Context: an optimization exercise on an open-source flow, tuned for small area and a short achievable clock period. The choices shown serve that exercise and are no tape-out recipe.
In this exercise RTL edits were held to simulation tests only and were not proved equivalent to the original.
Power figures rest on the tool's default switching activity, not on a simulated workload.

$ cat flow/design.v
module core_read_master #(
    parameter logic [63:0] INITIAL_ADDR = 64'h0,
    parameter int          FIFO_DEPTH   = 8
) (
    input  logic         clk,
    input  logic         rst,
    input  logic         Start_i,
    input  logic [8:0]   LineCount_i,
    input  logic         AccuEn_i,
    output logic         Busy_o,
    output logic         Done_o,
    output logic [63:0]  AvalonAddr_o,
    output logic         AvalonRead_o,
    input  logic [511:0] AvalonReadData_i,
    input  logic         AvalonReadDataValid_i,
    output logic         AvalonLock_o,
    input  logic         AvalonWaitReq_i,
    output logic [511:0] ReadData_o,
    output logic         ReadValid_o,
    input  logic         ReadAck_i,
    output logic         First_o,
    output logic         Last_o
);
    localparam logic [1:0] IDLE  = 2'd0;
    localparam logic [1:0] ISSUE = 2'd1;
    localparam logic [1:0] DRAIN = 2'd2;
    localparam logic [1:0] DONE  = 2'd3;
    localparam int          PTR_W = $clog2(FIFO_DEPTH);
    localparam logic [9:0]  DEPTH = 10'(FIFO_DEPTH);
    localparam logic [62:0] BASE  = INITIAL_ADDR[62:0];
    logic [1:0]       state;
    logic [1:0]       state_next;
    logic [9:0]       line_count;
    logic             accu;
    logic [9:0]       issued;
    logic [9:0]       received;
    logic [9:0]       delivered;
    logic [9:0]       in_flight;
    logic             issue_fire;
    logic             push;
    logic             pop;
    logic             job_active;
    logic [511:0]     mem [FIFO_DEPTH];
    logic [PTR_W-1:0] wr_ptr;
    logic [PTR_W-1:0] rd_ptr;
    logic [PTR_W:0]   level;
    assign in_flight    = issued - delivered;
    assign AvalonRead_o = (state == ISSUE) && (issued < line_count) && (in_flight < DEPTH);
    assign issue_fire   = AvalonRead_o && !AvalonWaitReq_i;
    assign job_active = (state == ISSUE) || (state == DRAIN);
    assign push       = AvalonReadDataValid_i && job_active && (received != issued);
    assign pop        = ReadValid_o && ReadAck_i;
    assign ReadValid_o = (level != '0);
    assign ReadData_o  = ReadValid_o ? mem[rd_ptr] : '0;
    assign First_o     = ReadValid_o && (delivered == 10'd0);
    assign Last_o      = ReadValid_o && (delivered == line_count - 10'd1);
    assign AvalonAddr_o       = AvalonRead_o ? {accu, BASE + 63'(issued)} : 64'h0;
    assign AvalonLock_o       = AvalonRead_o;
    assign Busy_o = (state != IDLE);
    assign Done_o = (state == DONE);
    always_comb begin
        state_next = state;
        case (state)
            IDLE: begin
                if (Start_i) begin
                    state_next = (LineCount_i == 9'd0) ? DRAIN : ISSUE;
                end
            end
            ISSUE: begin
                if (issued == line_count) begin
                    state_next = DRAIN;
                end
            end
            DRAIN: begin
                if ((delivered == line_count) ||
                    (pop && (delivered + 10'd1 == line_count))) begin
                    state_next = DONE;
                end
            end
            DONE: begin
                state_next = IDLE;
            end
            default: begin
                state_next = IDLE;
            end
        endcase
    end
    always_ff @(posedge clk) begin
        if (rst) begin
            state      <= IDLE;
            line_count <= '0;
            accu       <= 1'b0;
            issued     <= '0;
            received   <= '0;
            delivered  <= '0;
            wr_ptr     <= '0;
            rd_ptr     <= '0;
            level      <= '0;
        end else begin
            state <= state_next;
            if ((state == IDLE) && Start_i) begin
                line_count <= {1'b0, LineCount_i};
                accu       <= AccuEn_i;
                issued     <= '0;
                received   <= '0;
                delivered  <= '0;
            end else begin
                if (issue_fire) begin
                    issued <= issued + 10'd1;
                end
                if (push) begin
                    received <= received + 10'd1;
                end
                if (pop) begin
                    delivered <= delivered + 10'd1;
                end
            end
            if (push) begin
                wr_ptr <= wr_ptr + 1'b1;
            end
            if (pop) begin
                rd_ptr <= rd_ptr + 1'b1;
            end
            case ({push, pop})
                2'b10:   level <= level + 1'b1;
                2'b01:   level <= level - 1'b1;
                default: level <= level;
            endcase
        end
    end
    always_ff @(posedge clk) begin
        if (push) begin
            mem[wr_ptr] <= AvalonReadData_i;
        end
    end
endmodule
$ cat flow/run.sh
#!/bin/bash
# synth_recipe.tcl (not shown) runs the flow's synth.tcl, then flattens the netlist and writes it again
# the make line also repeats each setting of config.mk as NAME=value (left out here)
make -C /OpenROAD-flow-scripts/flow DESIGN_CONFIG=/design/flow/config.mk WORK_HOME=/design/flow/orfs CLKGATE_MAP_FILE= SYNTH_SCRIPT=/design/flow/synth_recipe.tcl finish
$ cat flow/config.mk
export PLATFORM = sky130hd
export DESIGN_NAME = core_read_master
export DESIGN_NICKNAME = core_read_master
export VERILOG_FILES = /design/flow/design.v
export SDC_FILE = /design/flow/constraint.sdc
export NUM_CORES = 4
export LEC_CHECK = 0
export CAP_MARGIN = 20
export CORE_MARGIN = 2
export CORE_UTILIZATION = 45
export SLEW_MARGIN = 20
$ cat flow/constraint.sdc
create_clock -name core_clock -period 4.5 [get_ports {clk}]
set_input_delay 0.9000 -clock core_clock [delete_from_list [all_inputs] [get_ports {clk}]]
set_output_delay 0.9000 -clock core_clock [all_outputs]
set_load 0.01 [all_outputs]
==> run summary <==
[area by class of cell]
class,count,area [um^2]
timing repair buffer,1506,16280
sequential,4151,124200
fill,26420,158300
antenna,53,132.6
tap,4620,5781
clock buffer,532,11190
inverter,36,135.1
clock inverter,235,2037
multi-input combinational,2498,33800
[worst min path at each step]
| stage | start | end | slack, ns | cells past startpoint |
|---|---|---|---|---|
| floorplan | accu$_SDFFE_PP0P_ | accu$_SDFFE_PP0P_ | 0.43 | 2 |
| global placement | accu$_SDFFE_PP0P_ | accu$_SDFFE_PP0P_ | 0.45 | 2 |
| detailed placement | accu$_SDFFE_PP0P_ | accu$_SDFFE_PP0P_ | 0.46 | 2 |
| CTS | AccuEn_i | accu$_SDFFE_PP0P_ | 0.43 | 3 |
| global route | accu$_SDFFE_PP0P_ | accu$_SDFFE_PP0P_ | 0.49 | 2 |
| finish | accu$_SDFFE_PP0P_ | accu$_SDFFE_PP0P_ | 0.47 | 2 |
[per-stage QoR]
stage,hold slack (ns),util (%),TNS (ns),cell area (um^2),instances
4_1_cts,0.4300,54.83,-0.05265,192900,13550
3_3_place_gp,0.4502,50.59,0,178000,12710
3_5_place_dp,0.4588,50.59,0,178000,12710
5_1_grt,0.4930,54.98,-0.2979,193500,13610
2_1_floorplan,0.4319,-,-,159100,7107
6_report,0.4683,55.00,0,193500,13630
[worst register-to-register path, delay by kind of cell (launching register included)]
kind / cells / cell delay, ns
and+or+nand+nor: 2 / 0.34
muxes: 1 / 0.35
AOI/OAI and AO/OA: 2 / 0.31
adders and majority gates: 1 / 0.27
DFF: 1 / 0.38
buffers and inverters: 22 / 2.65
[sequential cells by signal, indices dropped and copies added (netlist names), named ones only]
register and cells:
mem 4096, delivered 10, issued 10, received 10, line_count 9, level 4
rd_ptr 3, wr_ptr 3, state 2, accu 1
[metal layers]
metal  wire, um  GRT usage (%)  vias up
met5        513              0        -
met4      13300          7.594       84
met2     196000          35.47     2399
met1     160400          29.19    40710
met3      26190          4.795      714
li1           -              -    32470
[synthesized netlist by cell type, types with 15 or more instances]
cell type / instances / area [um^2]
o21ai_0: 15 / 75.07
ha_1: 32 / 400.4
nand2_1: 63 / 236.5
clkbuf_1: 207 / 777.0
buf_4: 56 / 420.4
mux2i_1: 516 / 5165
a21oi_1: 44 / 220.2
xor2_1: 27 / 236.5
mux4_2: 1024 / 23060
buf_1: 153 / 574.3
nor2_1: 551 / 2068
xnor2_1: 28 / 245.2
inv_1: 36 / 135.1
and3_1: 16 / 100.1
edfxtp_1: 4096 / 123000
dfxtp_1: 55 / 1101
[report_power, final]
part / internal [mW] / switching [mW] / total [mW] / leakage (nW)
clock: 19.1 / 14.4 / 33.5 / 6.40
sequential: 42.6 / 0.0434 / 42.6 / 37.3
combinational: 1.71 / 1.85 / 3.57 / 15.4
[logic make-up (layout without fill, tap and decap cells)]
logic type,Yosys count,after routing,share of synthesized area [%]
simple gates,711,711,1.837
mux,1542,1542,17.79
xor+xnor,56,56,0.3136
flops,4151,4151,78.15
other cells,1,107,0.002362
compound gates,102,102,0.4231
fa+ha+maj,33,33,0.2647
buf+inv,458,2309,1.220
[what timing repair did]
| item | in CTS | in global routing |
|---|---|---|
| gates cloned | 11 | 5 |
| pin swaps | 13 | 4 |
| hold endpoints to repair | 0 | 0 |
| buffers inserted | 68 | 22 |
| gates resized for setup | 278 | 45 |
| setup endpoints to repair | 393 | 64 |
==> reports/metrics.cfg <==
[timing]
min_period_over_period_pct = 97.63
tightest_slew_ns = 0.8531
fmax_mhz = 227.6
max_slew_margin_pct = 43.13
final.min_clock_period_ns = 4.394
rsz0062_at_grt = yes
setup-violations-final = 0
slew_violations = 0
fin_skew_ns = 0.06674
finalHoldViolCount = 0
worst_slack_ns = 0.1065

[placement]
hpwl_um = 243400
dp_worst_setup_slack_ns = 0.3583
place_congestion = 0.8399
numPortBuffers = 1056

[synth]
ys.flop_type = edfxtp_1
ys_seq_area_share_pct = 78.15
synth_async_sr_flop_share_pct = 0
yosys_register_bits = 4151
avgSynthCellArea_um2 = 22.51
synth_cells = 7054
yosys_warnings = 1
synth_edf_count = 4096
syn_area_mm2 = 0.1588
synth_cell_types = 58

[clocking]
clkSinkCount = 4151
cts_hold_buf = 0
cts_tree = done
cts_htree_levels = 5
cts_buffers = 425
cts_buffer_depth = 4
clock_latency_ns = 0.96
root_buffer = clkbuf_16
clkSlewWorstSetupHoldPaths_ns = 0.06

[worst_setup_path]
cp.required_ns = 3.60
r2r_slack_ns = 0.11
reg2reg_depth = 28
crit_path_max_incr_delay_ns = 0.53
critical_path_arrival_ns = 3.49
crit_path_top_delay_cell = mux4_2
critPathKind = flip-flop to output pin
r2r_start = line_count[4]$_SDFFE_PP0P_
path_buf_inv = 3
cp-start-kind = flip-flop
critPathCapture = ReadData_o[381]
r2r-end = state[1]$_SDFFE_PP0P_
crit_cells = 6
critPathCaptureType = output pin
critical_path.max_fanout = 21
critical-path-top-delay-family = buffers and inverters
cp_cell_sequence = buf_12, bufbuf_16, mux4_2, mux2i_1, nor2_1, clkdlybuf4s50_1

[finish]
layout_common_cells = edfxtp_1 (4096), mux4_2 (1024), clkdlybuf4s50_1 (995), nor2_1 (548), clkbuf_16 (437)
nets = 9179
drive_above_1_share_pct = 24.49
final_common_cell = edfxtp_1
syn_to_final_growth_pct = 21.87

[floorplanning]
initial_core_util_pct = 45.13
die_y_um = 598.0
fp.dieArea_mm2 = 0.3577
die_w_um = 598.0
rows = 218
io_pins = 1111
core-area_mm2 = 0.3519

[hold_path]
hold_class = flip-flop to flip-flop

[global_route]
antenna_found_initial = 153
grt_pass1_vias = 78340
grt_max_degree = 89
grt.overflow.total = 0
track_usage_pct = 21.80
grt_pass1_wl_um = 566900

[power]
leakage_nw = 59.01
power_mw = 79.73
vdd_ir_drop_max_mv = 0.3298
power_density_mw_per_mm2 = 412.0

[detailed_routing]
vias = 76380
antenna_left = 0
drc = 0
drt_first_pass_iters = 6
wire_per_inst_um = 29.09
drt_iter0_markers = 6905
post_drt_via_cell_ratio = 5.604
wl_um = 396500

[flow_run]
drv_cap = 0

[status]
outcome = no timing/DRC/antenna violations

port drivers added, routing unchanged:
In the flow no input, the clock included, has a driving cell. The finished layout below was timed again as built, in two steps. Step 1 assumes that a clkbuf_16 drives the clock port and a buf_2 every other input. Step 2 moves the port delays by t, midway between the first and last clock arrival at a register: inputs arrive t later, outputs are due t later. That takes back most of the time a late clock gives input paths. Three values: ideal ports, drivers, drivers and shift; two values: the first two.
shift t [ns]: 1.025
setup slack, ns: 0.106 / 0.004 / 0.108
worst data-port slew with drivers (ns): 0.23
After both steps this run still meets setup and hold. For this run, drivers alone change the setup slack by -0.102 ns; drivers and shift together by +0.002 ns.
